This design comes from an exercise in tuning for small area, a short achievable clock period and few clock cycles per item on the open sky130 flow, not from production work. At most, simulation tests tie the RTL to the original design; equivalence was not proved. Function not checked in runs 1 to 3: the RTL went through the layout flow alone. Power figures rest on the tool's default switching activity, not on a simulated workload.

--- run.sh ---
#!/bin/bash
# synth_recipe.tcl (not shown) runs the flow's synth.tcl, then flattens the netlist and writes it again
# the make line also repeats each setting of config.mk as NAME=value (left out here)
make -C /OpenROAD-flow-scripts/flow DESIGN_CONFIG=/design/flow/config.mk WORK_HOME=/design/flow/orfs CLKGATE_MAP_FILE= SYNTH_SCRIPT=/design/flow/synth_recipe.tcl finish
--- config.mk ---
export PLATFORM = sky130hd
export DESIGN_NAME = projection_char_segmenter
export DESIGN_NICKNAME = projection_char_segmenter
export VERILOG_FILES = /design/flow/design.v
export SDC_FILE = /design/flow/constraint.sdc
export NUM_CORES = 4
export LEC_CHECK = 0
export CAP_MARGIN = 20
export CORE_MARGIN = 2
export CORE_UTILIZATION = 65
export CTS_CLUSTER_DIAMETER = 60
export CTS_CLUSTER_SIZE = 32
export PLACE_DENSITY = 0.72
export SETUP_SLACK_MARGIN = 4.5
export SLEW_MARGIN = 20
export TNS_END_PERCENT = 100
--- design.v ---
package pcs_pkg;
    localparam int MAX_WIDTH_DEF  = 256;
    localparam int MAX_HEIGHT_DEF = 64;
    localparam int NUM_CHARS_DEF  = 7;
    localparam int IMG_W_W      = 9;
    localparam int IMG_H_W      = 7;
    localparam int ROW_THR_W    = 9;
    localparam int COL_THR_W    = 7;
    localparam int CFG_DATA_W   = 9;
    localparam int CFG_INDEX_W  = 3;
    localparam logic [CFG_INDEX_W-1:0] REG_IMAGE_WIDTH   = 3'd0;
    localparam logic [CFG_INDEX_W-1:0] REG_IMAGE_HEIGHT  = 3'd1;
    localparam logic [CFG_INDEX_W-1:0] REG_ROW_THRESHOLD = 3'd2;
    localparam logic [CFG_INDEX_W-1:0] REG_COL_THRESHOLD = 3'd3;
    localparam logic [IMG_W_W-1:0]   IMAGE_WIDTH_RST   = 9'd256;
    localparam logic [IMG_H_W-1:0]   IMAGE_HEIGHT_RST  = 7'd64;
    localparam logic [ROW_THR_W-1:0] ROW_THRESHOLD_RST = 9'd10;
    localparam logic [COL_THR_W-1:0] COL_THRESHOLD_RST = 7'd5;
    localparam int PIXEL_W      = 8;
    localparam int CHAR_INDEX_W = 3;
    localparam int LEFT_W       = 8;
    localparam int TOP_W        = 7;
    localparam int BOX_WIDTH_W  = 9;
    localparam int BOX_HEIGHT_W = 7;
    typedef struct packed {
        logic start;
        logic eval;
    } scan_ctl_t;
    typedef struct packed {
        logic busy;
        logic done;
        logic report;
    } scan_stat_t;
endpackage
module pcs_ring #(
    parameter int DW = 6
) (
    input  logic          aclk,
    input  logic [7:0]    wm1,    
    input  logic [DW-1:0] din,    
    output logic [DW-1:0] head
);
    logic [254:0][DW-1:0] sr;
    logic [7:0][DW-1:0]   seg_in;
    logic [7:0]           wm3;
    logic                 w_one;
    logic                 w_two;
    logic [DW-1:0]        tail_reg;
    logic [DW-1:0]        mid_reg;
    logic [DW-1:0]        head_reg;
    logic [DW-1:0]        mid_in;
    logic [DW-1:0]        head_in;
    always_ff @(posedge aclk) begin
        wm3   <= (wm1 >= 8'd2) ? wm1 - 8'd2 : 8'd0;
        w_one <= (wm1 == 8'd0);
        w_two <= (wm1 == 8'd1);
    end
    always_comb begin
        seg_in[7] = tail_reg;
        for (int k = 6; k >= 4; k--) begin
            seg_in[k] = wm3[k+1] ? sr[(2 << (k+1)) - 2] : seg_in[k+1];
        end
        mid_in = w_two ? din : (wm3[4] ? sr[(2 << 4) - 2] : seg_in[4]);
        seg_in[3] = mid_reg;
        for (int k = 2; k >= 0; k--) begin
            seg_in[k] = wm3[k+1] ? sr[(2 << (k+1)) - 2] : seg_in[k+1];
        end
        head_in = w_one ? din : (wm3[0] ? sr[0] : seg_in[0]);
    end
    always_ff @(posedge aclk) begin
        for (int k = 0; k < 8; k++) begin
            sr[(1 << k) - 1] <= seg_in[k];
            for (int i = (1 << k); i < (2 << k) - 1; i++) begin
                sr[i] <= sr[i-1];
            end
        end
        tail_reg <= din;
        mid_reg  <= mid_in;
        head_reg <= head_in;
    end
    assign head = head_reg;
endmodule
import pcs_pkg::*;
module projection_char_segmenter #(
    parameter int MAX_WIDTH  = pcs_pkg::MAX_WIDTH_DEF,
    parameter int MAX_HEIGHT = pcs_pkg::MAX_HEIGHT_DEF,
    parameter int NUM_CHARS  = pcs_pkg::NUM_CHARS_DEF
) (
    input  logic                                aclk,
    input  logic                                aresetn,
    input  logic                                s_valid,
    output logic                                s_ready,
    input  logic [pcs_pkg::PIXEL_W-1:0]         s_pixel,
    output logic                                m_valid,
    input  logic                                m_ready,
    output logic [pcs_pkg::CHAR_INDEX_W-1:0]    m_char_index,
    output logic [pcs_pkg::LEFT_W-1:0]          m_left,
    output logic [pcs_pkg::TOP_W-1:0]           m_top,
    output logic [pcs_pkg::BOX_WIDTH_W-1:0]     m_box_width,
    output logic [pcs_pkg::BOX_HEIGHT_W-1:0]    m_box_height,
    output logic                                m_last,
    input  logic                                cfg_valid,
    output logic                                cfg_ready,
    input  logic [pcs_pkg::CFG_INDEX_W-1:0]     cfg_index,
    input  logic [pcs_pkg::CFG_DATA_W-1:0]      cfg_data
);
    localparam logic [1:0] SC_IDLE = 2'd0;
    localparam logic [1:0] SC_SCAN = 2'd1;
    localparam logic [1:0] SC_TAIL = 2'd2;
    logic [7:0] wm1_reg;
    logic [5:0] hm1_reg;
    logic [8:0] rt_reg;
    logic [6:0] ct_reg;
    always_ff @(posedge aclk) begin
        if (!aresetn) begin
            wm1_reg <= 8'd255;
            hm1_reg <= 6'd63;
            rt_reg  <= ROW_THRESHOLD_RST;
            ct_reg  <= COL_THRESHOLD_RST;
        end else if (cfg_valid) begin
            case (cfg_index)
                REG_IMAGE_WIDTH: begin
                    if (cfg_data == 9'd0)        wm1_reg <= 8'd0;
                    else if (cfg_data > 9'd256)  wm1_reg <= 8'd255;
                    else                         wm1_reg <= 8'(cfg_data - 9'd1);
                end
                REG_IMAGE_HEIGHT: begin
                    if (cfg_data[6:0] == 7'd0)       hm1_reg <= 6'd0;
                    else if (cfg_data[6:0] > 7'd64)  hm1_reg <= 6'd63;
                    else                             hm1_reg <= 6'(cfg_data[6:0] - 7'd1);
                end
                REG_ROW_THRESHOLD: rt_reg <= cfg_data;
                REG_COL_THRESHOLD: ct_reg <= cfg_data[6:0];
                default: begin
                end
            endcase
        end
    end
    assign cfg_ready = 1'b1;
    logic [5:0] head;
    logic [5:0] ring_din;
    logic [7:0] qlag_reg;
    logic       q_al_reg;     
    logic [7:0] slag_reg;
    logic       s_al_reg;     
    pcs_ring #(.DW(6)) u_ring (
        .aclk (aclk),
        .wm1  (wm1_reg),
        .din  (ring_din),
        .head (head)
    );
    logic [1:0] sc_reg;
    logic [7:0] sx_reg;       
    logic       inside_reg;
    logic [2:0] k_reg;        
    logic [7:0] cur_left;
    logic       pend_reg;     
    logic       m_valid_reg;
    logic [2:0] m_idx_reg;
    logic [7:0] m_left_reg;
    logic [7:0] m_width_reg;
    logic       m_last_reg;
    logic       img_end;      
    logic       s_al;
    logic       rise;
    logic       fall;
    logic       adv;
    logic       scan_end;
    logic       load;
    logic [7:0] load_left;
    logic [7:0] load_width;
    logic       tail_end;
    logic       mv_next;
    logic       spend_next;
    logic [7:0] sx_next;
    logic       inside_next;
    always_comb begin
        s_al     = (sc_reg == SC_SCAN) && s_al_reg;
        rise     = !inside_reg && head[1];
        fall     = inside_reg && head[0];
        adv      = s_al && !(fall && m_valid_reg && !m_ready);
        scan_end = adv && ((sx_reg == wm1_reg) || (fall && (k_reg == 3'd6)));
        tail_end = 1'b0;
        load     = 1'b0;
        load_left  = cur_left;
        load_width = sx_reg - cur_left;
        if (sc_reg == SC_SCAN) begin
            load = adv && fall;
        end else if (sc_reg == SC_TAIL) begin
            load       = !m_valid_reg || m_ready;
            load_left  = inside_reg ? cur_left : 8'd0;
            load_width = 8'd0;
            tail_end   = load && (k_reg == 3'd6);
        end
        mv_next     = load || (m_valid_reg && !m_ready);
        spend_next  = img_end || ((sc_reg == SC_SCAN) && !scan_end);
        sx_next     = img_end ? 8'd0 : (adv ? sx_reg + 8'd1 : sx_reg);
        if (img_end) begin
            inside_next = 1'b0;
        end else if (adv && rise) begin
            inside_next = 1'b1;
        end else if ((adv && fall) || (sc_reg == SC_TAIL)) begin
            inside_next = 1'b0;
        end else begin
            inside_next = inside_reg;
        end
    end
    always_ff @(posedge aclk) begin
        if (!aresetn) begin
            sc_reg      <= SC_IDLE;
            sx_reg      <= '0;
            slag_reg    <= '0;
            s_al_reg    <= 1'b0;
            inside_reg  <= 1'b0;
            k_reg       <= '0;
            m_valid_reg <= 1'b0;
        end else begin
            sx_reg      <= sx_next;
            inside_reg  <= inside_next;
            if (img_end || adv || (slag_reg == wm1_reg)) begin
                slag_reg <= '0;
                s_al_reg <= 1'b1;
            end else begin
                slag_reg <= slag_reg + 8'd1;
                s_al_reg <= 1'b0;
            end
            m_valid_reg <= mv_next;
            if (img_end) begin
                sc_reg <= SC_SCAN;
                k_reg  <= '0;
            end else begin
                if (load) begin
                    k_reg <= k_reg + 3'd1;
                end
                if (scan_end) begin
                    sc_reg <= (fall && (k_reg == 3'd6)) ? SC_IDLE : SC_TAIL;
                end else if (tail_end) begin
                    sc_reg <= SC_IDLE;
                end
            end
        end
    end
    always_ff @(posedge aclk) begin
        if (adv && rise) begin
            cur_left <= sx_reg;
        end
        if (load) begin
            m_idx_reg   <= k_reg;
            m_left_reg  <= load_left;
            m_width_reg <= load_width;
            m_last_reg  <= (k_reg == 3'd6);
        end
    end
    assign m_valid      = m_valid_reg;
    assign m_char_index = m_idx_reg;
    assign m_left       = m_left_reg;
    assign m_box_width  = {1'b0, m_width_reg};
    assign m_last       = m_last_reg;
    localparam int QD  = 4;
    logic           s_ready_reg;
    logic           acc;
    logic [QD-1:0]  q_reg;        
    logic [QD-1:0]  qt_reg;       
    logic [QD-1:0]  q_wr;         
    logic [QD-1:0]  q_wr_pop;     
    logic [7:0]     pc_reg;       
    logic [5:0]     pr_reg;       
    logic           last_col;     
    logic           last_row;     
    logic           col0;         
    logic           row0;         
    logic           at_start;
    logic           relabel;
    logic           row0_ok;
    logic           use_px;       
    assign acc = s_valid && s_ready_reg;
    always_comb begin
        at_start = col0 && row0;
        relabel  = at_start && !((sc_reg == SC_SCAN) || img_end);
        row0_ok  = !row0 || !((sc_reg == SC_SCAN) || img_end)
                   || !((pc_reg == sx_reg) || (pc_reg == sx_reg + 8'd1))
                   || !(inside_reg || (s_al && head[1])) || !m_valid_reg;
        use_px   = qt_reg[0] && (relabel || q_al_reg) && row0_ok
                   && !(last_col && pend_reg && (!row0 || last_row));
        for (int i = 0; i < QD; i++) begin
            q_wr[i]     = !qt_reg[i] && ((i == 0) || qt_reg[(i > 0) ? i - 1 : 0]);
            q_wr_pop[i] = (i < QD - 1) ? q_wr[(i < QD - 1) ? i + 1 : i] : 1'b0;
        end
    end
    always_ff @(posedge aclk) begin
        if (!aresetn) begin
            s_ready_reg <= 1'b0;
            qt_reg      <= '0;
            pc_reg      <= '0;
            pr_reg      <= '0;
            last_col    <= 1'b0;
            last_row    <= 1'b0;
            col0        <= 1'b1;
            row0        <= 1'b1;
            qlag_reg    <= '0;
            q_al_reg    <= 1'b0;
            pend_reg    <= 1'b0;
        end else begin
            if (use_px) begin
                s_ready_reg <= !(acc && qt_reg[QD-1]);
                qt_reg      <= acc ? qt_reg : (qt_reg >> 1);
            end else begin
                s_ready_reg <= acc ? !qt_reg[QD-2] : !qt_reg[QD-1];
                qt_reg      <= acc ? {qt_reg[QD-2:0], 1'b1} : qt_reg;
            end
            if (use_px || (qlag_reg == wm1_reg)) begin
                qlag_reg <= '0;
                q_al_reg <= 1'b1;
            end else begin
                qlag_reg <= qlag_reg + 8'd1;
                q_al_reg <= 1'b0;
            end
            if (use_px && last_col && last_row) begin
                pend_reg <= 1'b1;
            end else if (m_valid_reg && m_ready && m_last_reg) begin
                pend_reg <= 1'b0;
            end
            if (use_px) begin
                if (last_col) begin
                    pc_reg   <= '0;
                    last_col <= (wm1_reg == 8'd0);
                    col0     <= 1'b1;
                    pr_reg   <= last_row ? 6'd0 : pr_reg + 6'd1;
                    last_row <= last_row ? (hm1_reg == 6'd0) : ((pr_reg + 6'd1) == hm1_reg);
                    row0     <= last_row;
                end else begin
                    pc_reg   <= pc_reg + 8'd1;
                    last_col <= ((pc_reg + 8'd1) == wm1_reg);
                    col0     <= 1'b0;
                end
            end else begin
                last_col <= (pc_reg == wm1_reg);
                last_row <= (pr_reg == hm1_reg);
            end
        end
    end
    always_ff @(posedge aclk) begin
        for (int i = 0; i < QD; i++) begin
            if (use_px) begin
                if (acc && q_wr_pop[i]) begin
                    q_reg[i] <= |s_pixel;
                end else begin
                    q_reg[i] <= (i < QD - 1) ? q_reg[(i < QD - 1) ? i + 1 : i] : 1'b0;
                end
            end else if (acc && q_wr[i]) begin
                q_reg[i] <= |s_pixel;
            end
        end
    end
    assign s_ready = s_ready_reg;
    logic use_q;
    logic fg_q;
    logic row0_q;
    logic lastrow_q;
    logic rowend_q;
    logic rowstart_q;
    logic inhalf_q;
    always_ff @(posedge aclk) begin
        if (!aresetn) begin
            use_q <= 1'b0;
        end else begin
            use_q <= use_px;
        end
        fg_q       <= q_reg[0];
        row0_q     <= row0;
        lastrow_q  <= last_row;
        rowend_q   <= last_col;
        rowstart_q <= col0;
        inhalf_q   <= ({pr_reg, 1'b0} <= ({1'b0, hm1_reg} + 7'd1));
    end
    logic [5:0] col_base;
    logic [6:0] col_sum;
    logic [8:0] racc_reg;
    logic [8:0] row_sum;
    assign col_base = row0_q ? 6'd0 : head;
    assign col_sum  = {1'b0, col_base} + 7'(fg_q);
    assign row_sum  = (rowstart_q ? 9'd0 : racc_reg) + 9'(fg_q);
    assign img_end  = use_q && lastrow_q && rowend_q;
    always_comb begin
        if (!use_q) begin
            ring_din = head;
        end else if (lastrow_q) begin
            ring_din = {4'd0, (col_sum > 7'(ct_reg)), (col_sum < 7'(ct_reg))};
        end else begin
            ring_din = col_sum[5:0];
        end
    end
    logic rv_q;      
    logic rgt_q;
    logic rlt_q;
    logic rhalf_q;
    logic rfirst_q;
    logic rlast_q;
    always_ff @(posedge aclk) begin
        if (!aresetn) begin
            rv_q <= 1'b0;
        end else begin
            rv_q <= use_q && rowend_q;
        end
        if (use_q) begin
            racc_reg <= row_sum;
        end
        rgt_q    <= row_sum > rt_reg;
        rlt_q    <= row_sum < rt_reg;
        rhalf_q  <= inhalf_q;
        rfirst_q <= row0_q;
        rlast_q  <= lastrow_q;
    end
    logic [5:0] top_acc;
    logic [6:0] band_acc;
    logic [5:0] top_sum;
    logic [6:0] band_sum;
    logic       show_reg;     
    logic       row0v_reg;    
    logic       row0t_reg;
    logic       row0b_reg;
    logic       box_done;
    assign top_sum  = (rfirst_q ? 6'd0 : top_acc) + 6'(rhalf_q && rlt_q);
    assign band_sum = (rfirst_q ? 7'd0 : band_acc) + 7'(rgt_q);
    assign box_done = m_valid_reg && m_ready && m_last_reg;
    always_ff @(posedge aclk) begin
        if (!aresetn) begin
            show_reg  <= 1'b0;
            row0v_reg <= 1'b0;
        end else begin
            if (rv_q && rlast_q && !show_reg) begin
                show_reg <= 1'b1;
            end else if (box_done) begin
                show_reg <= 1'b0;
            end
            if (rv_q && show_reg && !box_done) begin
                row0v_reg <= 1'b1;
            end else if (box_done) begin
                row0v_reg <= 1'b0;
            end
        end
        if (rv_q && show_reg && !box_done) begin
            row0t_reg <= rhalf_q && rlt_q;
            row0b_reg <= rgt_q;
        end
        if (rv_q && !(show_reg && !box_done)) begin
            top_acc  <= top_sum;
            band_acc <= band_sum;
        end else if (box_done && row0v_reg) begin
            top_acc  <= 6'(row0t_reg);
            band_acc <= 7'(row0b_reg);
        end
    end
    assign m_top        = {1'b0, top_acc};
    assign m_box_height = band_acc;
endmodule
--- constraint.sdc ---
create_clock -name core_clock -period 7.0 [get_ports {aclk}]
set_input_delay 1.4000 -clock core_clock [delete_from_list [all_inputs] [get_ports {aclk}]]
set_output_delay 1.4000 -clock core_clock [all_outputs]
set_load 0.01 [all_outputs]
==> results of run 1 <==
[power groups by stage]
stage,Sequential [mW],Combinational (mW),Clock [mW]
finish,9.93,0.159,4.86
global route,9.94,0.176,5.31
CTS,9.93,0.152,4.98
detailed placement,10.2,0.141,0
global placement,10.2,0.135,0
floorplan,10.1,0.115,0
[metal layers]
metal	GRT usage [%]	vias to the layer above	routed length, µm
met1	25.29	8200	27840
met4	6.118	0	1521
met2	28.52	320	26100
met3	2.960	113	2084
li1	-	8669	-
met5	0	-	0
[repair_timing]
item                       in CTS  in global routing
setup endpoints to repair     128                 86
hold buffers                    0                  0
pin swaps                       9                 15
gates resized for setup       200                 41
buffers inserted               14                 12
gates cloned                    4                  1
[cell type report]
cell class / count / share of cell area (%)
Clock inverter: 18 / 0.5924
Multi-Input combinational cell: 797 / 12.81
Sequential cell: 1716 / 78.00
Clock buffer: 78 / 4.191
Timing Repair Buffer: 88 / 1.609
Inverter: 54 / 0.4527
Tap cell: 837 / 2.339
[cells by family (layout without fill, tap and decap cells)]
family	Yosys count	after routing
DFF	1716	1716
and+or+nand+nor	397	399
AOI/OAI and AO/OA	166	168
buffers and inverters	121	238
xor gates and xnor gates	115	115
muxes	61	61
adders and majority gates	51	51
other	2	3
[path summary, 6_finish.rpt]
check / slack [ps] / startpoint / to / cells past startpoint
hold / removal: 310 / u_ring.sr[609]$_DFF_P_ / u_ring.sr[615]$_DFF_P_ / 0
setup reg to reg: 4550 / use_q$_SDFF_PN0_ / qt_reg[1]$_SDFFE_PN0P_ / 8
hold reg to reg: 310 / u_ring.sr[609]$_DFF_P_ / u_ring.sr[615]$_DFF_P_ / 0
setup / recovery: 4310 / m_last_reg$_DFFE_PP_ / m_last / 1
[cell usage in the layout, fill, tap and decap left out, drive strengths merged, types with 7 or more instances in the layout]
master / instances
xnor2: 53
clkbuf: 78
nor2b: 23
buf: 63
xor2: 62
inv: 64
a21oi: 64
o21ai: 37
and2: 9
o211ai: 11
mux2i: 15
ha: 49
edfxtp: 53
and3: 17
nand2b: 14
nor2: 97
nand3: 59
a31oi: 9
nand4: 15
nor3: 17
clkdlybuf4s50: 19
clkinv: 7
nor4: 16
mux2: 46
dfxtp: 1663
nand3b: 8
nand2: 92
[per-stage QoR]
step	worst slack, ps	hold WS (ps)	instance area [µm²]	total power, mW	cells
after detailed placement	3592	312.1	42160	10.30	3461
after floorplan	4510	309.6	40820	10.24	2630
final	4305	307.8	44780	14.95	3588
after global placement	3612	310.5	42160	10.29	3461
after global routing	4240	309.1	44780	15.43	3588
after CTS	4259	311.9	44500	15.07	3575
==> results.json, run 1 <==
{
  "rsz0062_at_grt": "true",
  "crit_chain": "buf_2",
  "vias": 17300,
  "p_sw_mw": 2.957,
  "ant_nets": 0,
  "path_clk_slew_ps": 100,
  "portBuffers": 59,
  "cts_buffers": 71,
  "viasPerCell": 4.822,
  "worstPathRequired_ps": 5600,
  "crit_type": "flip-flop to output port",
  "clock_sinks": 1716,
  "yosysTopAreaCellShare_pct": 81.65,
  "first_global_vias": 17420,
  "insertion_delay_ps": 640,
  "fin_worst_skew_ps": 44.75,
  "synthSimpleGateAreaFrac_pct": 4.888,
  "diodes": 0,
  "setup_violations": 0,
  "vdd_drop_max_v": 0.0001983,
  "synthMuxAreaShare_pct": 1.648,
  "ys_ff_latch": 1716,
  "netlist_top_cells_area": "dfxtp_1, edfxtp_1, ha_1",
  "ys_seq_area_share_pct": 85.55,
  "cap_violations": 0,
  "drtIter0Drc": 1064,
  "grt_remaining_overflow": 0,
  "fp-row-count": 91,
  "synth-async-reset-ratio_pct": 0,
  "die_w_um": 254.5,
  "largest_reg_flops": 1530,
  "slew_headroom_pct": 42.20,
  "cts_tree": "done",
  "pwr-share-seq_pct": 66.4,
  "start_util_pct": 65.95,
  "ios": 63,
  "synth_compound_area_share_pct": 2.584,
  "ys.flop_type": "dfxtp_1",
  "slew_violations": 0,
  "syn-cell-area_um2": 40780,
  "syn_to_final_growth_pct": 9.819,
  "worstSetupEndpointType": "output port",
  "synth_xor_area_share_pct": 2.489,
  "layout-drive-gt1-share_pct": 10.21,
  "crit_path_max_fanout": 2,
  "combPwrFrac_pct": 1.1,
  "finalCoreUtilization_pct": 72.43,
  "nNetsFinal": 2803,
  "start_kind": "flip-flop",
  "drt-pass1-iter-count": 5,
  "synth_most_common_cell": "dfxtp_1",
  "synth_top_family_by_area": "simple AND/OR/NAND/NOR gates",
  "finalHoldViolations": 0,
  "slowest_stage": "edfxtp_1",
  "cts-root-buf": "clkbuf_16",
  "tightest_slew_ps": 863.8,
  "die_y_um": 254.5,
  "wl_per_cell_um": 16.04,
  "htreeDepth": 3,
  "globalplace.congestion": 0.8645,
  "internal_power_mw": 12.00,
  "synthCells": 2629,
  "layout_min_cycle_time_ps": 2695,
  "synth_top_cell_by_area": "dfxtp_1",
  "hp-class": "flip-flop to flip-flop",
  "critPathMaxStageDelay_ps": 480,
  "crit_buf_inv": 1,
  "antenna_found_initial": 0,
  "p_per_area_nw_per_um2": 334.0,
  "clockBufferDepth": 3,
  "grt_max_degree": 48,
  "fin_crit_sh_pct": 38.50,
  "synth_fa_ha_area_share_pct": 1.577,
  "gr-usage-all-layers_pct": 17.95,
  "hpwl_um": 33030,
  "dieArea_um2": 64750,
  "register_area_um2": 34930,
  "fmax_ghz": 0.3711,
  "drc": 0,
  "status": "finished clean",
  "wl_um": 57550,
  "fillers": 3870,
  "coreArea_um2": 61830,
  "cp.arrival_ps": 1290,
  "synthTopCellsByCount": "dfxtp_1, nor2_1, nand2_1",
  "swShare_pct": 19.78,
  "synth_cell_type_count": 74,
  "multi_input_area_um2": 5738,
  "leakagePower_nw": 17.68,
  "setup_tns_ps": 0,
  "yosysWarningCount": 2,
  "synth_edf_count": 53,
  "critPathTopFamily": "flip-flops",
  "clkPwrFrac_pct": 32.5,
  "syn_avg_cell_area_um2": 15.51,
  "grt_pass1_wl_um": 91850
}
==> run 2: changes to the inputs <==
--- a/design.v
+++ b/design.v
@@ -376,10 +376,12 @@
     logic [5:0] col_base;
     logic [6:0] col_sum;
     logic [8:0] racc_reg;
+    logic [8:0] row_base;
     logic [8:0] row_sum;
     assign col_base = row0_q ? 6'd0 : head;
     assign col_sum  = {1'b0, col_base} + 7'(fg_q);
-    assign row_sum  = (rowstart_q ? 9'd0 : racc_reg) + 9'(fg_q);
+    assign row_base = rowstart_q ? 9'd0 : racc_reg;
+    assign row_sum  = row_base + 9'(fg_q);
     assign img_end  = use_q && lastrow_q && rowend_q;
     always_comb begin
         if (!use_q) begin
@@ -405,8 +407,8 @@
         if (use_q) begin
             racc_reg <= row_sum;
         end
-        rgt_q    <= row_sum > rt_reg;
-        rlt_q    <= row_sum < rt_reg;
+        rgt_q    <= fg_q ? (row_base >= rt_reg) : (row_base > rt_reg);
+        rlt_q    <= fg_q ? ((row_base + 9'd1) < rt_reg) : (row_base < rt_reg);
         rhalf_q  <= inhalf_q;
         rfirst_q <= row0_q;
         rlast_q  <= lastrow_q;
==> run 2 against run 1 <==
Against the previous run:
- maximum frequency is 0.28% lower
- first-iteration DRC count is 3.0% higher
- area after synthesis is 0.82% higher
- sequential share of layout area is 1.0 points lower
- register-to-register slack worse by 210 ps
- sequential cell count stayed put
- wire length is 1.3% higher
- final cell count is 2.4% higher
- non-clock buffer count is 20 higher
- combinational power is about 30% higher
- total power is 0.29% higher
==> results.json, run 2 <==
{
  "dieArea_um2": 65280,
  "synthTopCellsByCount": "dfxtp_1, nand2_1, nor2_1",
  "p_per_area_nw_per_um2": 330.6,
  "drtIter0Drc": 1096,
  "status": "finished clean",
  "coreArea_um2": 62850,
  "slew_violations": 0,
  "start_util_pct": 65.41,
  "largest_reg_flops": 1530,
  "nNetsFinal": 2886,
  "synth_edf_count": 53,
  "layout_min_cycle_time_ps": 2702,
  "tightest_slew_ps": 867.4,
  "cp.arrival_ps": 1300,
  "synth_cell_type_count": 64,
  "yosysWarningCount": 2,
  "register_area_um2": 34920,
  "syn_to_final_growth_pct": 10.35,
  "ys.flop_type": "dfxtp_1",
  "routed.top_layer": "met4",
  "multi_input_area_um2": 6061,
  "fillers": 3993,
  "diodes": 0,
  "finalCoreUtilization_pct": 72.18,
  "viasPerCell": 4.822,
  "clockBufferDepth": 3,
  "placed_area_um2": 42560,
  "final_cell_mix": "dfxtp_1, nand2_1, nor2_1",
  "finalHoldViolations": 0,
  "vias": 17710,
  "vdd_drop_max_v": 0.0002210,
  "slew_headroom_pct": 42.06,
  "synth_most_common_cell": "dfxtp_1",
  "setup_violations": 0,
  "finalPower_mw": 15.00,
  "dp_cells": 3526,
  "setup_tns_ps": 0,
  "met1Wirelength_um": 29260,
  "globalplace.congestion": 0.8008,
  "rsz0062_at_grt": "true",
  "syn-cell-area_um2": 41110,
  "fmax_ghz": 0.3701,
  "synth_top_cell_by_area": "dfxtp_1",
  "design_area_um2": 45370,
  "clock_sinks": 1716,
  "hp-class": "flip-flop to flip-flop",
  "layout-drive-gt1-share_pct": 10.44,
  "crit_type": "flip-flop to output port",
  "layout_commonest_cell": "dfxtp_1",
  "hpwl_um": 33790,
  "slowest_stage": "edfxtp_1",
  "grt_remaining_overflow": 0,
  "synth-async-reset-ratio_pct": 0,
  "start_kind": "flip-flop",
  "gr-usage-all-layers_pct": 18.24,
  "leakagePower_nw": 18.05,
  "worstSetupEndpointType": "output port",
  "route.met2.wl_um": 25640,
  "first_global_vias": 18010,
  "yosysTopAreaCellShare_pct": 80.98,
  "cap_violations": 0,
  "die_y_um": 255.5,
  "cts-root-buf": "clkbuf_16",
  "drc": 0,
  "antenna_found_initial": 1,
  "critPathTopFamily": "flip-flops",
  "cts_buffers": 72,
  "crit_path_max_fanout": 1,
  "worstPathRequired_ps": 5600,
  "fin_crit_sh_pct": 38.60,
  "wl_per_cell_um": 15.88,
  "wl_um": 58310,
  "hold_slack_ps": 307.0,
  "fp-row-count": 92,
  "met3WireLength_um": 1995,
  "syn_avg_cell_area_um2": 15.33,
  "netlist_top_cells_area": "dfxtp_1, edfxtp_1, ha_1",
  "drt-pass1-iter-count": 5,
  "die_w_um": 255.5,
  "fin_worst_skew_ps": 33.95,
  "path_clk_slew_ps": 100,
  "portBuffers": 59,
  "grt_pass1_wl_um": 95960,
  "critPathMaxStageDelay_ps": 480,
  "ys_seq_area_share_pct": 84.85,
  "insertion_delay_ps": 630,
  "stdcell_count": 3673,
  "crit_chain": "buf_2",
  "ios": 63,
  "ant_nets": 0,
  "grt_max_degree": 47,
  "htreeDepth": 3,
  "ys_ff_latch": 1716,
  "dp_slack_ps": 3302,
  "setup_ws_ps": 4298,
  "crit_buf_inv": 1,
  "synthCells": 2681,
  "cts_tree": "done"
}
==> run 2: changes by cell type after synthesis, moves of 7 or more <==
cell / before / now
a21oi_1: 63 / 53
ha_1: 49 / 59
nand2_1: 90 / 108
nor2b_1: 23 / 32
o21a_1: 6 / 13
or3_1: 3 / 10
xnor2_1: 52 / 65
xor2_1: 62 / 55
==> run 2: metal layers <==
layer	up-vias	GRT usage [%]
li1	8881	-
met1	8435	27.09
met2	297	27.82
met3	98	3.020
met4	0	5.491
met5	-	0
==> run 2: logic make-up after synthesis <==
family / count (synthesis) / share of synthesized area (%)
flops: 1716 / 84.85
simple gates: 428 / 5.116
fa+ha+maj: 62 / 1.893
other cells: 2 / 0.01827
xor+xnor: 120 / 2.557
buf+inv: 118 / 1.230
mux: 64 / 1.692
compound gates: 171 / 2.642
==> run 2: timing repair <==
action | CTS | global route
pin swaps | 7 | 11
gates resized for setup | 205 | 39
gates cloned | 4 | 0
setup endpoints to repair | 130 | 80
hold buffers | 0 | 0
buffers inserted | 25 | 18
==> run 2: final cells by class <==
| type | count | share of cell area, % |
|---|---|---|
| repair buffers | 108 | 2.079 |
| multi-input cells | 849 | 13.36 |
| well taps | 846 | 2.333 |
| flip-flops and latches | 1716 | 76.97 |
| clock buffers | 80 | 4.153 |
| clock inverters | 20 | 0.6343 |
| inverters | 54 | 0.4688 |
==> run 2: power breakdown <==
part           leakage [nW]  internal (mW)  switching [mW]  total, mW
Clock                  1.05           2.03            2.84       4.87
Combinational          3.12         0.0977           0.108      0.206
Sequential             13.9           9.87          0.0492       9.92
Total                  18.1           12.0            3.00       15.0
==> run 2: worst paths after layout <==
kind / slack [ps] / depth (start not counted) / endpoint / startpoint
hold / removal: 310 / 0 / u_ring.sr[210]$_DFF_P_ / u_ring.sr[204]$_DFF_P_
setup / recovery: 4300 / 1 / m_left[6] / m_left_reg[6]$_DFFE_PP_
setup reg to reg: 4340 / 12 / u_ring.mid_reg[1]$_DFF_P_ / u_ring.head_reg[0]$_DFF_P_
hold reg to reg: 310 / 0 / u_ring.sr[210]$_DFF_P_ / u_ring.sr[204]$_DFF_P_
==> run 3: changes to the inputs <==
--- a/design.v
+++ b/design.v
@@ -160,6 +160,10 @@
     logic [7:0] m_left_reg;
     logic [7:0] m_width_reg;
     logic       m_last_reg;
+    logic [2:0] m_idx_hold;
+    logic [7:0] m_left_hold;
+    logic [7:0] m_width_hold;
+    logic       m_last_hold;
     logic       img_end;      
     logic       s_al;
     logic       rise;
@@ -245,10 +249,26 @@
             cur_left <= sx_reg;
         end
         if (load) begin
+            m_idx_hold   <= k_reg;
+            m_left_hold  <= load_left;
+            m_width_hold <= load_width;
+            m_last_hold  <= (k_reg == 3'd6);
+        end
+        if (load) begin
             m_idx_reg   <= k_reg;
             m_left_reg  <= load_left;
             m_width_reg <= load_width;
             m_last_reg  <= (k_reg == 3'd6);
+        end else if (m_valid_reg) begin
+            m_idx_reg   <= m_idx_hold;
+            m_left_reg  <= m_left_hold;
+            m_width_reg <= m_width_hold;
+            m_last_reg  <= m_last_hold;
+        end else begin
+            m_idx_reg   <= '0;
+            m_left_reg  <= '0;
+            m_width_reg <= '0;
+            m_last_reg  <= 1'b0;
         end
     end
     assign m_valid      = m_valid_reg;
@@ -281,7 +301,7 @@
                    || !((pc_reg == sx_reg) || (pc_reg == sx_reg + 8'd1))
                    || !(inside_reg || (s_al && head[1])) || !m_valid_reg;
         use_px   = qt_reg[0] && (relabel || q_al_reg) && row0_ok
-                   && !(last_col && pend_reg && (!row0 || last_row));
+                   && !(last_col && last_row && pend_reg);
         for (int i = 0; i < QD; i++) begin
             q_wr[i]     = !qt_reg[i] && ((i == 0) || qt_reg[(i > 0) ? i - 1 : 0]);
             q_wr_pop[i] = (i < QD - 1) ? q_wr[(i < QD - 1) ? i + 1 : i] : 1'b0;
@@ -376,12 +396,10 @@
     logic [5:0] col_base;
     logic [6:0] col_sum;
     logic [8:0] racc_reg;
-    logic [8:0] row_base;
     logic [8:0] row_sum;
     assign col_base = row0_q ? 6'd0 : head;
     assign col_sum  = {1'b0, col_base} + 7'(fg_q);
-    assign row_base = rowstart_q ? 9'd0 : racc_reg;
-    assign row_sum  = row_base + 9'(fg_q);
+    assign row_sum  = (rowstart_q ? 9'd0 : racc_reg) + 9'(fg_q);
     assign img_end  = use_q && lastrow_q && rowend_q;
     always_comb begin
         if (!use_q) begin
@@ -393,8 +411,7 @@
         end
     end
     logic rv_q;      
-    logic rgt_q;
-    logic rlt_q;
+    logic [8:0] rsum_q;
     logic rhalf_q;
     logic rfirst_q;
     logic rlast_q;
@@ -407,8 +424,7 @@
         if (use_q) begin
             racc_reg <= row_sum;
         end
-        rgt_q    <= fg_q ? (row_base >= rt_reg) : (row_base > rt_reg);
-        rlt_q    <= fg_q ? ((row_base + 9'd1) < rt_reg) : (row_base < rt_reg);
+        rsum_q   <= row_sum;
         rhalf_q  <= inhalf_q;
         rfirst_q <= row0_q;
         rlast_q  <= lastrow_q;
@@ -417,42 +433,32 @@
     logic [6:0] band_acc;
     logic [5:0] top_sum;
     logic [6:0] band_sum;
-    logic       show_reg;     
-    logic       row0v_reg;    
-    logic       row0t_reg;
-    logic       row0b_reg;
-    logic       box_done;
-    assign top_sum  = (rfirst_q ? 6'd0 : top_acc) + 6'(rhalf_q && rlt_q);
-    assign band_sum = (rfirst_q ? 7'd0 : band_acc) + 7'(rgt_q);
-    assign box_done = m_valid_reg && m_ready && m_last_reg;
+    logic [5:0] m_top_reg;
+    logic [6:0] m_band_reg;
+    logic [5:0] m_top_hold;
+    logic [6:0] m_band_hold;
+    logic       rend;
+    assign top_sum  = (rfirst_q ? 6'd0 : top_acc) + 6'(rhalf_q && (rsum_q < rt_reg));
+    assign band_sum = (rfirst_q ? 7'd0 : band_acc) + 7'(rsum_q > rt_reg);
+    assign rend     = rv_q && rlast_q;
     always_ff @(posedge aclk) begin
-        if (!aresetn) begin
-            show_reg  <= 1'b0;
-            row0v_reg <= 1'b0;
-        end else begin
-            if (rv_q && rlast_q && !show_reg) begin
-                show_reg <= 1'b1;
-            end else if (box_done) begin
-                show_reg <= 1'b0;
-            end
-            if (rv_q && show_reg && !box_done) begin
-                row0v_reg <= 1'b1;
-            end else if (box_done) begin
-                row0v_reg <= 1'b0;
-            end
-        end
-        if (rv_q && show_reg && !box_done) begin
-            row0t_reg <= rhalf_q && rlt_q;
-            row0b_reg <= rgt_q;
-        end
-        if (rv_q && !(show_reg && !box_done)) begin
+        if (rv_q) begin
             top_acc  <= top_sum;
             band_acc <= band_sum;
-        end else if (box_done && row0v_reg) begin
-            top_acc  <= 6'(row0t_reg);
-            band_acc <= 7'(row0b_reg);
+        end
+        if (rend) begin
+            m_top_hold  <= top_sum;
+            m_band_hold <= band_sum;
+            m_top_reg   <= top_sum;
+            m_band_reg  <= band_sum;
+        end else if (pend_reg) begin
+            m_top_reg   <= m_top_hold;
+            m_band_reg  <= m_band_hold;
+        end else begin
+            m_top_reg   <= '0;
+            m_band_reg  <= '0;
         end
     end
-    assign m_top        = {1'b0, top_acc};
-    assign m_box_height = band_acc;
+    assign m_top        = {1'b0, m_top_reg};
+    assign m_box_height = m_band_reg;
 endmodule
--- a/config.mk
+++ b/config.mk
@@ -8,8 +8,8 @@
 export CAP_MARGIN = 20
 export CORE_MARGIN = 2
 export CORE_UTILIZATION = 65
-export CTS_CLUSTER_DIAMETER = 60
-export CTS_CLUSTER_SIZE = 32
+export CTS_CLUSTER_DIAMETER = 80
+export CTS_CLUSTER_SIZE = 24
 export PLACE_DENSITY = 0.72
 export SETUP_SLACK_MARGIN = 4.5
 export SLEW_MARGIN = 20
==> run 3 against run 2 <==
Against the previous run:
- still clean on timing, DRC and antenna
- total power grew 4.0%
- clock power grew 7.0%
- combinational power shrank 18%
==> results.json, run 3 <==
{
  "htreeDepth": 3,
  "layout-drive-gt1-share_pct": 11.20,
  "die_y_um": 259.5,
  "synth_cell_type_count": 73,
  "setup_tns_ps": 0,
  "netlist_top_cells_area": "dfxtp_1, edfxtp_1, ha_1",
  "coreArea_um2": 64460,
  "start_util_pct": 65.84,
  "rsz0062_at_grt": "true",
  "portBuffers": 59,
  "path_clk_slew_ps": 90,
  "start_kind": "flip-flop",
  "cts-root-buf": "clkbuf_16",
  "stdcell_count": 3756,
  "grt_max_degree": 74,
  "dp_slack_ps": 3261,
  "worstPathRequired_ps": 7360,
  "final_cell_mix": "dfxtp_1, nand2_1, nor2_1",
  "synth_edf_count": 64,
  "crit_type": "flip-flop to flip-flop",
  "viasPerCell": 4.891,
  "hold_path_depth": 0,
  "worstSetupEndpointType": "flip-flop",
  "fp-row-count": 93,
  "crit_path_max_fanout": 2,
  "diodes": 0,
  "die_w_um": 259.5,
  "synthTopCellsByCount": "dfxtp_1, nand2_1, nor2_1",
  "leakagePower_nw": 18.70,
  "largest_reg_flops": 1530,
  "finalHoldViolations": 0,
  "insertion_delay_ps": 650,
  "hold_buffers": 0,
  "slew_headroom_pct": 39.20,
  "clockBufferDepth": 3,
  "regMostFlops": "u_ring.sr",
  "ys_ff_latch": 1765,
  "vias": 18370,
  "ant_nets": 0,
  "cap_violations": 0,
  "yosysWarningCount": 2,
  "drtIter0Drc": 1030,
  "setup_violations": 0,
  "layout_commonest_cell": "dfxtp_1",
  "hp-class": "flip-flop to flip-flop",
  "synth_top_cell_by_area": "dfxtp_1",
  "slew_violations": 0,
  "dp_cells": 3624,
  "synth_most_common_cell": "dfxtp_1",
  "dieArea_um2": 67360,
  "ios": 63,
  "ys_seq_area_share_pct": 84.76,
  "vdd_drop_max_v": 0.0001958,
  "rr_worst_depth": 14,
  "wl_um": 67330,
  "cts_buffers": 84,
  "yosysTopAreaCellShare_pct": 80.23,
  "grt_remaining_overflow": 0,
  "synthCells": 2783,
  "ys.flop_type": "dfxtp_1",
  "cts_tree": "done",
  "hpwl_um": 34320,
  "cp.arrival_ps": 3130,
  "grt_pass1_wl_um": 107800,
  "globalplace.congestion": 0.8299,
  "syn_avg_cell_area_um2": 15.25,
  "tightest_slew_ps": 908.7,
  "wl_per_cell_um": 17.92,
  "nNetsFinal": 2960,
  "antenna_found_initial": 1,
  "status": "finished clean",
  "first_global_vias": 19350,
  "syn_to_final_growth_pct": 10.73,
  "clock_sinks": 1765,
  "syn-cell-area_um2": 42440,
  "gr-usage-all-layers_pct": 20.47,
  "drc": 0,
  "p_per_area_nw_per_um2": 331.7,
  "fmax_ghz": 0.3605,
  "layout_min_cycle_time_ps": 2774,
  "synth-async-reset-ratio_pct": 0,
  "fin_crit_sh_pct": 39.63,
  "setup_ws_ps": 4226,
  "fin_worst_skew_ps": 29.41,
  "drt-pass1-iter-count": 5
}
-- run 3: cell count changes in the layout (fill, tap and decap cells not counted), moves of 16 or more --
cell and change:
a21boi_0 +16, a21oi_1 -23, buf_2 -22, buf_4 -16, buf_6 +25, dfxtp_2 +26
nand2_1 +28, nand3_1 +30
-- run 3: routing by layer --
| layer | part of all wire (%) | track usage, % | vias to the layer above | wire [µm] |
|---|---|---|---|---|
| met5 | 0.019 | 0 | - | 13 |
| met4 | 2.9 | 6.625 | 2 | 1969 |
| met3 | 2.7 | 3.242 | 121 | 1806 |
| met2 | 49 | 34.50 | 224 | 33090 |
| met1 | 45 | 27.29 | 8853 | 30440 |
| li1 | - | - | 9172 | - |
-- run 3: cells by family after synthesis --
logic type,Yosys count,synth area share [%]
compound gates,178,2.854
xor+xnor,113,2.349
fa+ha+maj,51,1.515
buf+inv,125,1.238
flops,1765,84.76
mux,66,1.680
other cells,2,0.01769
simple gates,483,5.589
-- run 3: layout make-up --
| cell class | instances | area, µm² |
|---|---|---|
| clock buffers | 91 | 2128 |
| clock inverters | 11 | 157.7 |
| fillers | 3830 | 17470 |
| inverters | 47 | 180.2 |
| multi-input cells | 894 | 6456 |
| flip-flops and latches | 1765 | 36060 |
| well taps | 855 | 1070 |
| repair buffers | 92 | 939.7 |
| repair inverters | 1 | 7.507 |
-- run 3: report_power, final --
part           switching, mW  internal, mW  leakage, nW  total, mW
sequential            0.0520          10.2         14.3       10.2
combinational         0.0868        0.0822         3.24      0.169
clock                   3.00          2.21         1.11       5.21
-- run 3: worst paths after layout --
check	start	to	slack, ps
worst min register to register	u_ring.sr[91]$_DFF_P_	u_ring.sr[97]$_DFF_P_	310
worst max register to register	rt_reg[1]$_SDFFE_PN1P_	m_top_hold[5]$_DFFE_PP_	4230
worst min-delay path	u_ring.sr[91]$_DFF_P_	u_ring.sr[97]$_DFF_P_	310
worst max-delay path	rt_reg[1]$_SDFFE_PN1P_	m_top_hold[5]$_DFFE_PP_	4230
-- run 3: metrics by stage --
stage	area (µm²)	hold WS, ps	util, %	power, mW
floorplan	42520	309.6	-	10.54
global placement	43840	309.6	68.01	10.59
detailed placement	43840	312.1	68.01	10.60
CTS	46590	310.1	72.27	15.71
global route	47000	312.3	72.90	16.10
finish	47000	307.1	72.90	15.59
-- run 3: critical path, stage by stage, from the launching register on --
cell and delay [ps]:
dfxtp_2 350, inv_2 50, ha_4 210, nor2b_4 120, o21a_1 160, o21a_1 160
o21a_1 160, o211ai_1 170, a21o_1 180, and3_4 230, ha_4 150, and3_4 200
nand3_4 90, xor2_2 180, nor2_1 70
-- run 3: timing repair --
item | CTS | global route
pin swaps | 20 | 19
setup endpoints to repair | 160 | 145
gates cloned | 3 | 0
gates resized for setup | 255 | 68
setup buffers | 12 | 15
==> run 4: changes to the inputs <==
--- a/design.v
+++ b/design.v
@@ -160,12 +160,12 @@
     logic [7:0] m_left_reg;
     logic [7:0] m_width_reg;
     logic       m_last_reg;
-    logic [2:0] m_idx_hold;
-    logic [7:0] m_left_hold;
-    logic [7:0] m_width_hold;
-    logic       m_last_hold;
     logic       img_end;      
+    logic       held_reg;     
     logic       s_al;
+    logic       s_rd;         
+    logic       free;         
+    logic       res;          
     logic       rise;
     logic       fall;
     logic       adv;
@@ -180,16 +180,19 @@
     logic       inside_next;
     always_comb begin
         s_al     = (sc_reg == SC_SCAN) && s_al_reg;
+        s_rd     = s_al && !held_reg;
+        free     = !m_valid_reg || m_ready;
+        res      = (sc_reg == SC_SCAN) && held_reg && free;
         rise     = !inside_reg && head[1];
         fall     = inside_reg && head[0];
-        adv      = s_al && !(fall && m_valid_reg && !m_ready);
-        scan_end = adv && ((sx_reg == wm1_reg) || (fall && (k_reg == 3'd6)));
+        adv      = (s_rd && !(fall && !free)) || res;
+        scan_end = adv && ((sx_reg == wm1_reg) || ((fall || res) && (k_reg == 3'd6)));
         tail_end = 1'b0;
         load     = 1'b0;
         load_left  = cur_left;
         load_width = sx_reg - cur_left;
         if (sc_reg == SC_SCAN) begin
-            load = adv && fall;
+            load = (s_rd && fall && free) || res;
         end else if (sc_reg == SC_TAIL) begin
             load       = !m_valid_reg || m_ready;
             load_left  = inside_reg ? cur_left : 8'd0;
@@ -201,9 +204,9 @@
         sx_next     = img_end ? 8'd0 : (adv ? sx_reg + 8'd1 : sx_reg);
         if (img_end) begin
             inside_next = 1'b0;
-        end else if (adv && rise) begin
+        end else if (s_rd && rise) begin
             inside_next = 1'b1;
-        end else if ((adv && fall) || (sc_reg == SC_TAIL)) begin
+        end else if (load) begin
             inside_next = 1'b0;
         end else begin
             inside_next = inside_reg;
@@ -212,6 +215,7 @@
     always_ff @(posedge aclk) begin
         if (!aresetn) begin
             sc_reg      <= SC_IDLE;
+            held_reg    <= 1'b0;
             sx_reg      <= '0;
             slag_reg    <= '0;
             s_al_reg    <= 1'b0;
@@ -221,7 +225,8 @@
         end else begin
             sx_reg      <= sx_next;
             inside_reg  <= inside_next;
-            if (img_end || adv || (slag_reg == wm1_reg)) begin
+            if (res) begin
+            end else if (img_end || adv || (slag_reg == wm1_reg)) begin
                 slag_reg <= '0;
                 s_al_reg <= 1'b1;
             end else begin
@@ -229,6 +234,8 @@
                 s_al_reg <= 1'b0;
             end
             m_valid_reg <= mv_next;
+            held_reg    <= (sc_reg == SC_SCAN) && !img_end
+                           && ((s_rd && fall && !free) || (held_reg && !free));
             if (img_end) begin
                 sc_reg <= SC_SCAN;
                 k_reg  <= '0;
@@ -237,7 +244,7 @@
                     k_reg <= k_reg + 3'd1;
                 end
                 if (scan_end) begin
-                    sc_reg <= (fall && (k_reg == 3'd6)) ? SC_IDLE : SC_TAIL;
+                    sc_reg <= (load && (k_reg == 3'd6)) ? SC_IDLE : SC_TAIL;
                 end else if (tail_end) begin
                     sc_reg <= SC_IDLE;
                 end
@@ -245,30 +252,14 @@
         end
     end
     always_ff @(posedge aclk) begin
-        if (adv && rise) begin
+        if (s_rd && rise) begin
             cur_left <= sx_reg;
         end
         if (load) begin
-            m_idx_hold   <= k_reg;
-            m_left_hold  <= load_left;
-            m_width_hold <= load_width;
-            m_last_hold  <= (k_reg == 3'd6);
-        end
-        if (load) begin
             m_idx_reg   <= k_reg;
             m_left_reg  <= load_left;
             m_width_reg <= load_width;
             m_last_reg  <= (k_reg == 3'd6);
-        end else if (m_valid_reg) begin
-            m_idx_reg   <= m_idx_hold;
-            m_left_reg  <= m_left_hold;
-            m_width_reg <= m_width_hold;
-            m_last_reg  <= m_last_hold;
-        end else begin
-            m_idx_reg   <= '0;
-            m_left_reg  <= '0;
-            m_width_reg <= '0;
-            m_last_reg  <= 1'b0;
         end
     end
     assign m_valid      = m_valid_reg;
@@ -299,7 +290,7 @@
         relabel  = at_start && !((sc_reg == SC_SCAN) || img_end);
         row0_ok  = !row0 || !((sc_reg == SC_SCAN) || img_end)
                    || !((pc_reg == sx_reg) || (pc_reg == sx_reg + 8'd1))
-                   || !(inside_reg || (s_al && head[1])) || !m_valid_reg;
+                   || !(held_reg || (s_al && fall && m_valid_reg));
         use_px   = qt_reg[0] && (relabel || q_al_reg) && row0_ok
                    && !(last_col && last_row && pend_reg);
         for (int i = 0; i < QD; i++) begin
@@ -411,7 +402,8 @@
         end
     end
     logic rv_q;      
-    logic [8:0] rsum_q;
+    logic rgt_q;
+    logic rlt_q;
     logic rhalf_q;
     logic rfirst_q;
     logic rlast_q;
@@ -424,7 +416,8 @@
         if (use_q) begin
             racc_reg <= row_sum;
         end
-        rsum_q   <= row_sum;
+        rgt_q    <= row_sum > rt_reg;
+        rlt_q    <= row_sum < rt_reg;
         rhalf_q  <= inhalf_q;
         rfirst_q <= row0_q;
         rlast_q  <= lastrow_q;
@@ -435,28 +428,16 @@
     logic [6:0] band_sum;
     logic [5:0] m_top_reg;
     logic [6:0] m_band_reg;
-    logic [5:0] m_top_hold;
-    logic [6:0] m_band_hold;
-    logic       rend;
-    assign top_sum  = (rfirst_q ? 6'd0 : top_acc) + 6'(rhalf_q && (rsum_q < rt_reg));
-    assign band_sum = (rfirst_q ? 7'd0 : band_acc) + 7'(rsum_q > rt_reg);
-    assign rend     = rv_q && rlast_q;
+    assign top_sum  = (rfirst_q ? 6'd0 : top_acc) + 6'(rhalf_q && rlt_q);
+    assign band_sum = (rfirst_q ? 7'd0 : band_acc) + 7'(rgt_q);
     always_ff @(posedge aclk) begin
         if (rv_q) begin
             top_acc  <= top_sum;
             band_acc <= band_sum;
-        end
-        if (rend) begin
-            m_top_hold  <= top_sum;
-            m_band_hold <= band_sum;
-            m_top_reg   <= top_sum;
-            m_band_reg  <= band_sum;
-        end else if (pend_reg) begin
-            m_top_reg   <= m_top_hold;
-            m_band_reg  <= m_band_hold;
-        end else begin
-            m_top_reg   <= '0;
-            m_band_reg  <= '0;
+            if (rlast_q) begin
+                m_top_reg  <= top_sum;
+                m_band_reg <= band_sum;
+            end
         end
     end
     assign m_top        = {1'b0, m_top_reg};
--- a/config.mk
+++ b/config.mk
@@ -8,9 +8,9 @@
 export CAP_MARGIN = 20
 export CORE_MARGIN = 2
 export CORE_UTILIZATION = 65
-export CTS_CLUSTER_DIAMETER = 80
-export CTS_CLUSTER_SIZE = 24
+export CTS_CLUSTER_DIAMETER = 60
+export CTS_CLUSTER_SIZE = 32
 export PLACE_DENSITY = 0.72
-export SETUP_SLACK_MARGIN = 4.5
+export SETUP_SLACK_MARGIN = 4.4
 export SLEW_MARGIN = 20
 export TNS_END_PERCENT = 100
==> run 4 against run 3 <==
Against the previous run:
- still clean
- clock power shrank 2%
- sequential power about the same
- sequential share of layout area up 1.7 points
- final cell count fell by 4.1%
- largest cell class unchanged
- largest power group unchanged
- highest routed layer is now met4
==> results.json, run 4 <==
{
  "worstSetupEndpointType": "output port",
  "syn_avg_cell_area_um2": 15.51,
  "slew_violations": 0,
  "hp-class": "flip-flop to flip-flop",
  "setup_tns_ps": 0,
  "clkPwrFrac_pct": 33.4,
  "synth_top_family_by_area": "simple AND/OR/NAND/NOR gates",
  "r2r_end": "u_ring.mid_reg[1]$_DFF_P_",
  "layout-drive-gt1-share_pct": 9.074,
  "cp-startpoint": "m_last_reg$_DFFE_PP_",
  "slew_headroom_pct": 52.36,
  "fmax_ghz": 0.3824,
  "synth_edf_count": 64,
  "layout_min_cycle_time_ps": 2615,
  "portBuffers": 59,
  "cp.arrival_ps": 1210,
  "ys.flop_type": "dfxtp_1",
  "fin_crit_sh_pct": 37.36,
  "wl_per_cell_um": 16.63,
  "fp-row-count": 92,
  "rr_worst_depth": 11,
  "synth_fa_ha_area_share_pct": 1.541,
  "first_global_vias": 17850,
  "wl_um": 59900,
  "p_sw_mw": 3.102,
  "clock_sinks": 1726,
  "critPathMaxStageDelay_ps": 430,
  "final_cell_mix": "dfxtp_1, nor2_1, nand2_1",
  "antenna_found_initial": 2,
  "combPwrFrac_pct": 1.0,
  "syn_to_final_growth_pct": 9.396,
  "synthSimpleGateAreaFrac_pct": 4.792,
  "synthTopCellsByCount": "dfxtp_1, nor2_1, nand2_1",
  "clockBufferDepth": 3,
  "largest_reg_flops": 1530,
  "start_util_pct": 65.50,
  "hpwl_um": 33970,
  "grt_max_degree": 47,
  "drc": 0,
  "setup_ws_ps": 4385,
  "ys_seq_area_share_pct": 85.64,
  "syn-cell-area_um2": 41090,
  "synth_xor_area_share_pct": 2.427,
  "ant_nets": 0,
  "cts-root-buf": "clkbuf_16",
  "netlist_top_cells_area": "dfxtp_1, edfxtp_1, ha_1",
  "cts_buffers": 71,
  "fin_worst_skew_ps": 30.44,
  "yosysWarningCount": 2,
  "insertion_delay_ps": 650,
  "synth_top_cell_by_area": "dfxtp_1",
  "yosysTopAreaCellShare_pct": 80.96,
  "synthCells": 2649,
  "gr-usage-all-layers_pct": 18.64,
  "vias": 17470,
  "finalHoldViolations": 0,
  "synth_compound_area_share_pct": 2.795,
  "globalplace.congestion": 0.8696,
  "layout_commonest_cell": "dfxtp_1",
  "cap_violations": 0,
  "status": "finished clean",
  "critPathTopFamily": "flip-flops",
  "grt_remaining_overflow": 0,
  "dp_slack_ps": 3500,
  "coreArea_um2": 62740,
  "setup_violations": 0,
  "crit_path_max_fanout": 2,
  "pwr-share-seq_pct": 65.6,
  "synthMuxAreaShare_pct": 1.568,
  "synth-async-reset-ratio_pct": 0,
  "crit_chain": "buf_6",
  "die_y_um": 255.4,
  "synth_most_common_cell": "dfxtp_1",
  "drt-pass1-iter-count": 7,
  "cts_tree": "done",
  "slowest_stage": "edfxtp_1",
  "path_clk_slew_ps": 110,
  "r2r_slack_ps": 4530,
  "crit_cells": 1,
  "drtIter0Drc": 1307,
  "dieArea_um2": 65250,
  "internal_power_mw": 12.15,
  "swShare_pct": 20.34,
  "grt_pass1_wl_um": 97170,
  "start_kind": "flip-flop",
  "tightest_slew_ps": 709.1,
  "reg2reg_from": "row0_q$_DFF_P_",
  "cp-endpoint": "m_last",
  "htreeDepth": 3,
  "worstPathRequired_ps": 5600,
  "synth_cell_type_count": 70,
  "crit_buf_inv": 1,
  "leakagePower_nw": 17.78,
  "ys_ff_latch": 1726,
  "die_w_um": 255.4,
  "rsz0062_at_grt": "true",
  "viasPerCell": 4.849,
  "crit_type": "flip-flop to output port",
  "ios": 63,
  "nNetsFinal": 2803,
  "vdd_drop_max_v": 0.0002968,
  "p_per_area_nw_per_um2": 339.2,
  "fillers": 3970
}
run 4: changes by cell type in the layout (fill, tap and decap cells not counted), sizes merged, moves of 9 or more:
cell | previous run | this run
nand2 | 134 | 94
dfxtp | 1701 | 1662
a21oi | 31 | 67
inv | 48 | 63
and3 | 27 | 17
nand3b | 12 | 3
buf | 67 | 50
nand3 | 92 | 59
a21boi | 27 | 1
clkbuf | 91 | 78
run 4: cell families after synthesis:
family,Yosys count
DFF,1726
muxes,59
and+or+nand+nor,397
AOI/OAI and AO/OA,179
xor gates and xnor gates,113
other,2
adders and majority gates,50
buffers and inverters,123
run 4: worst min path at each step:
stage                                       start                      end  cells after the start
after global placement     u_ring.sr[172]$_DFF_P_   u_ring.sr[178]$_DFF_P_                      0
after floorplan                  inhalf_q$_DFF_P_          rhalf_q$_DFF_P_                      0
after CTS                  u_ring.sr[602]$_DFF_P_   u_ring.sr[608]$_DFF_P_                      0
after detailed placement  u_ring.sr[1216]$_DFF_P_  u_ring.sr[1222]$_DFF_P_                      0
final                      u_ring.sr[421]$_DFF_P_   u_ring.sr[427]$_DFF_P_                      0
after global routing        u_ring.sr[55]$_DFF_P_    u_ring.sr[61]$_DFF_P_                      0
run 4: through the flow:
stage / utilization (%) / power (mW) / instances / instance area (µm²) / hold slack (ps)
after floorplan: - / 10.31 / 2650 / 41110 / 309.6
after global placement: 67.72 / 10.36 / 3488 / 42490 / 309.8
after detailed placement: 67.72 / 10.37 / 3488 / 42490 / 312.1
after CTS: 71.32 / 15.37 / 3598 / 44740 / 316.1
after global routing: 71.66 / 15.71 / 3601 / 44950 / 312.0
final: 71.66 / 15.25 / 3602 / 44960 / 312.4
run 4: routing by layer:
metal	vias up	track usage (%)	wire (µm)
li1	8720	-	-
met1	8353	26.88	28920
met2	294	29.31	27340
met3	99	3.115	2135
met4	0	5.474	1502
met5	-	0	0
run 4: timing repair:
action	4_1_cts	5_1_grt
endpoints found under the setup margin	87	98
resized for setup	165	48
hold buffers	0	0
buffers inserted	8	3
cloned	2	0
pin swaps	5	6
run 4: final cells by class:
| cell class | instances | area, µm² | share of cell area [%] |
|---|---|---|---|
| flip-flops and latches | 1726 | 35240 | 78.38 |
| multi-input cells | 802 | 5599 | 12.45 |
| clock buffers | 78 | 1877 | 4.175 |
| well taps | 846 | 1059 | 2.355 |
| repair buffers | 74 | 561.8 | 1.250 |
| clock inverters | 22 | 415.4 | 0.9240 |
| inverters | 52 | 198.9 | 0.4425 |
| repair inverters | 1 | 7.507 | 0.01670 |
| diodes | 1 | 2.502 | 0.005566 |
run 4: power by group through the flow:
stage	registers [mW]	logic [mW]	clock network [mW]
global placement	10.2	0.137	0
finish	10.0	0.155	5.10
detailed placement	10.2	0.143	0
floorplan	10.2	0.115	0
global route	10.0	0.172	5.53
CTS	10.0	0.150	5.22
Testbench counts of run 4, summed over its fixed seeds: cycles 346,855, images 160.
==> run 5: changes to the inputs <==
--- a/config.mk
+++ b/config.mk
@@ -11,6 +11,6 @@
 export CTS_CLUSTER_DIAMETER = 60
 export CTS_CLUSTER_SIZE = 32
 export PLACE_DENSITY = 0.72
-export SETUP_SLACK_MARGIN = 4.4
+export SETUP_SLACK_MARGIN = 4.5
 export SLEW_MARGIN = 20
 export TNS_END_PERCENT = 100
==> run 5 against run 4 <==
Against the previous run:
- total power decreased by 1.0%
- register-to-register slack improved by 80 ps
- final area increased by 0.18%
- sequential power barely moved
- maximum frequency up 0.43%
- clock skew rose by 0.95 ps
- clock power fell by 3%
- critical path depth did not move
- non-clock buffer count grew 12
- wire length down 1.3%
- critical endpoint is now m_left[7]
==> results.json, run 5 <==
{
  "status": "finished clean",
  "cap_violations": 0,
  "synthCells": 2649,
  "crit_buf_inv": 1,
  "coreArea_um2": 62740,
  "drc": 0,
  "ys_seq_area_share_pct": 85.64,
  "synth_most_common_cell": "dfxtp_1",
  "hold_buffers": 0,
  "critPathTopFamily": "flip-flops",
  "diodes": 0,
  "cts-root-buf": "clkbuf_16",
  "cp.arrival_ps": 1200,
  "ios": 63,
  "crit_type": "flip-flop to output port",
  "start_util_pct": 65.50,
  "nNetsFinal": 2814,
  "synth-async-reset-ratio_pct": 0,
  "fp-row-count": 92,
  "wl_per_cell_um": 16.38,
  "r2r_slack_ps": 4610,
  "finalHoldViolations": 0,
  "rsz0062_at_grt": "true",
  "cts_tree": "done",
  "htreeDepth": 3,
  "start_kind": "flip-flop",
  "setup_violations": 0,
  "grt_max_degree": 44,
  "tightest_slew_ps": 783.6,
  "critPathMaxStageDelay_ps": 410,
  "yosysWarningCount": 2,
  "hp-class": "flip-flop to flip-flop",
  "synth_cell_type_count": 70,
  "fillers": 3949,
  "viasPerCell": 4.858,
  "layout-drive-gt1-share_pct": 9.776,
  "crit_path_max_fanout": 1,
  "grt_remaining_overflow": 0,
  "final_cell_mix": "dfxtp_1, nor2_1, nand2_1",
  "synthTopCellsByCount": "dfxtp_1, nor2_1, nand2_1",
  "finalPower_mw": 15.09,
  "die_w_um": 255.4,
  "wl_um": 59100,
  "path_clk_slew_ps": 110,
  "clockBufferDepth": 3,
  "insertion_delay_ps": 640,
  "met3WireLength_um": 2493,
  "p_per_area_nw_per_um2": 335.1,
  "grt_pass1_wl_um": 95830,
  "die_y_um": 255.4,
  "globalplace.congestion": 0.8361,
  "cts_buffers": 71,
  "ys_ff_latch": 1726,
  "leakagePower_nw": 17.85,
  "synth_top_cell_by_area": "dfxtp_1",
  "dieArea_um2": 65250,
  "slowest_stage": "edfxtp_1",
  "portBuffers": 59,
  "layout_commonest_cell": "dfxtp_1",
  "syn_avg_cell_area_um2": 15.51,
  "fin_crit_sh_pct": 37.20,
  "setup_tns_ps": 0,
  "met1Wirelength_um": 27610,
  "slew_violations": 0,
  "first_global_vias": 17910,
  "synth_edf_count": 64,
  "routed.top_layer": "met4",
  "drtIter0Drc": 1045,
  "vdd_drop_max_v": 0.0002264,
  "netlist_top_cells_area": "dfxtp_1, edfxtp_1, ha_1",
  "hpwl_um": 33670,
  "vias": 17530,
  "worstPathRequired_ps": 5600,
  "syn-cell-area_um2": 41090,
  "syn_to_final_growth_pct": 9.588,
  "gr-usage-all-layers_pct": 18.24,
  "worstSetupEndpointType": "output port",
  "fmax_ghz": 0.3840,
  "route.met2.wl_um": 27170,
  "clock_sinks": 1726,
  "layout_min_cycle_time_ps": 2604,
  "slew_headroom_pct": 47.69,
  "drt-pass1-iter-count": 5,
  "fin_worst_skew_ps": 31.39,
  "antenna_found_initial": 2,
  "ant_nets": 0,
  "ys.flop_type": "dfxtp_1",
  "yosysTopAreaCellShare_pct": 80.96,
  "crit_chain": "buf_2",
  "largest_reg_flops": 1530
}
==> run 5: cells by family (layout without fill, tap and decap cells) <==
logic type	after synthesis	count (layout)	share of synthesized area, %
flops	1726	1726	85.64
xor+xnor	113	113	2.427
simple gates	397	397	4.792
mux	59	59	1.568
buf+inv	123	235	1.218
compound gates	179	179	2.795
other cells	2	3	0.01827
fa+ha+maj	50	50	1.541
==> run 5: through the flow <==
| step | instances | area [µm²] | setup slack, ps | hold WS (ps) | util (%) |
|---|---|---|---|---|---|
| floorplan | 2650 | 41140 | 4490 | 309.6 | - |
| global placement | 3487 | 42500 | 3457 | 309.9 | 67.74 |
| detailed placement | 3487 | 42500 | 3477 | 312.1 | 67.74 |
| CTS | 3593 | 44730 | 4353 | 312.3 | 71.30 |
| global route | 3608 | 45030 | 4335 | 310.9 | 71.79 |
| finish | 3608 | 45030 | 4396 | 303.2 | 71.79 |
==> run 5: layer usage <==
layer	global-route usage, %	up-vias
met5	0	-
met3	3.502	130
met4	6.324	0
li1	-	8733
met1	25.01	8319
met2	29.31	347
==> run 5: area by class of cell <==
type	instances	area, µm²	area share [%]
clock inverters	20	326.6	0.7251
inverters	52	198.9	0.4418
repair inverters	1	5.005	0.01111
multi-input cells	801	5650	12.55
clock buffers	76	1838	4.081
well taps	846	1059	2.350
flip-flops and latches	1726	35250	78.27
repair buffers	86	709.4	1.575
==> run 5: timing repair <==
action                     4_1_cts  5_1_grt
pin swaps                        4        9
setup endpoints to repair       94       71
gates cloned                     1        1
resized for setup              183       47
buffers inserted                 9       14
==> run 5: path summary, 6_finish.rpt <==
kind | from | endpoint | depth (start not counted)
hold reg to reg | u_ring.sr[582]$_DFF_P_ | u_ring.sr[588]$_DFF_P_ | 0
setup reg to reg | u_ring.head_reg[0]$_DFF_P_ | u_ring.head_reg[1]$_DFF_P_ | 11
setup / recovery | m_left_reg[7]$_DFFE_PP_ | m_left[7] | 1
hold / removal | u_ring.sr[582]$_DFF_P_ | u_ring.sr[588]$_DFF_P_ | 0
==> run 5: where the power goes <==
group          switching, mW  leakage (nW)  internal (mW)  total, mW
sequential            0.0487          14.1           9.95       9.99
combinational         0.0855          2.72         0.0754      0.161
clock                   2.88          1.06           2.06       4.94

## static timing again, ports no longer ideal
In the flow no input, the clock included, has a driving cell. The finished layouts below were timed again as built, in two steps.
Step 1, drivers: a clkbuf_16 drives aclk and a buf_2 each remaining input, both assumed.
Step 2, shift: input delay + t, output delay - t, t = (earliest + latest rising clock arrival at the registers) / 2. This alone moves slack from input paths to output paths.
a / b / c = no drivers / after step 1 / after step 2; a / b = the first two.
run	t (ns)	slack for setup (ns)	clock arrival spread, ns
run 1	0.672	4.305 / 4.244 / 3.754	0.050 / 0.049
run 2	0.676	4.298 / 4.237 / 3.907	0.040 / 0.040
run 3	0.703	4.226 / 4.226 / 3.941	0.037 / 0.036
run 4	0.703	4.385 / 4.319 / 3.803	0.036 / 0.036
run 5	0.681	4.396 / 4.338 / 3.836	0.038 / 0.038
After both steps setup and hold are still met in every run listed. The setup slack of run 4, which loses most, moves by -0.066 ns with the drivers and by -0.582 ns with both steps.
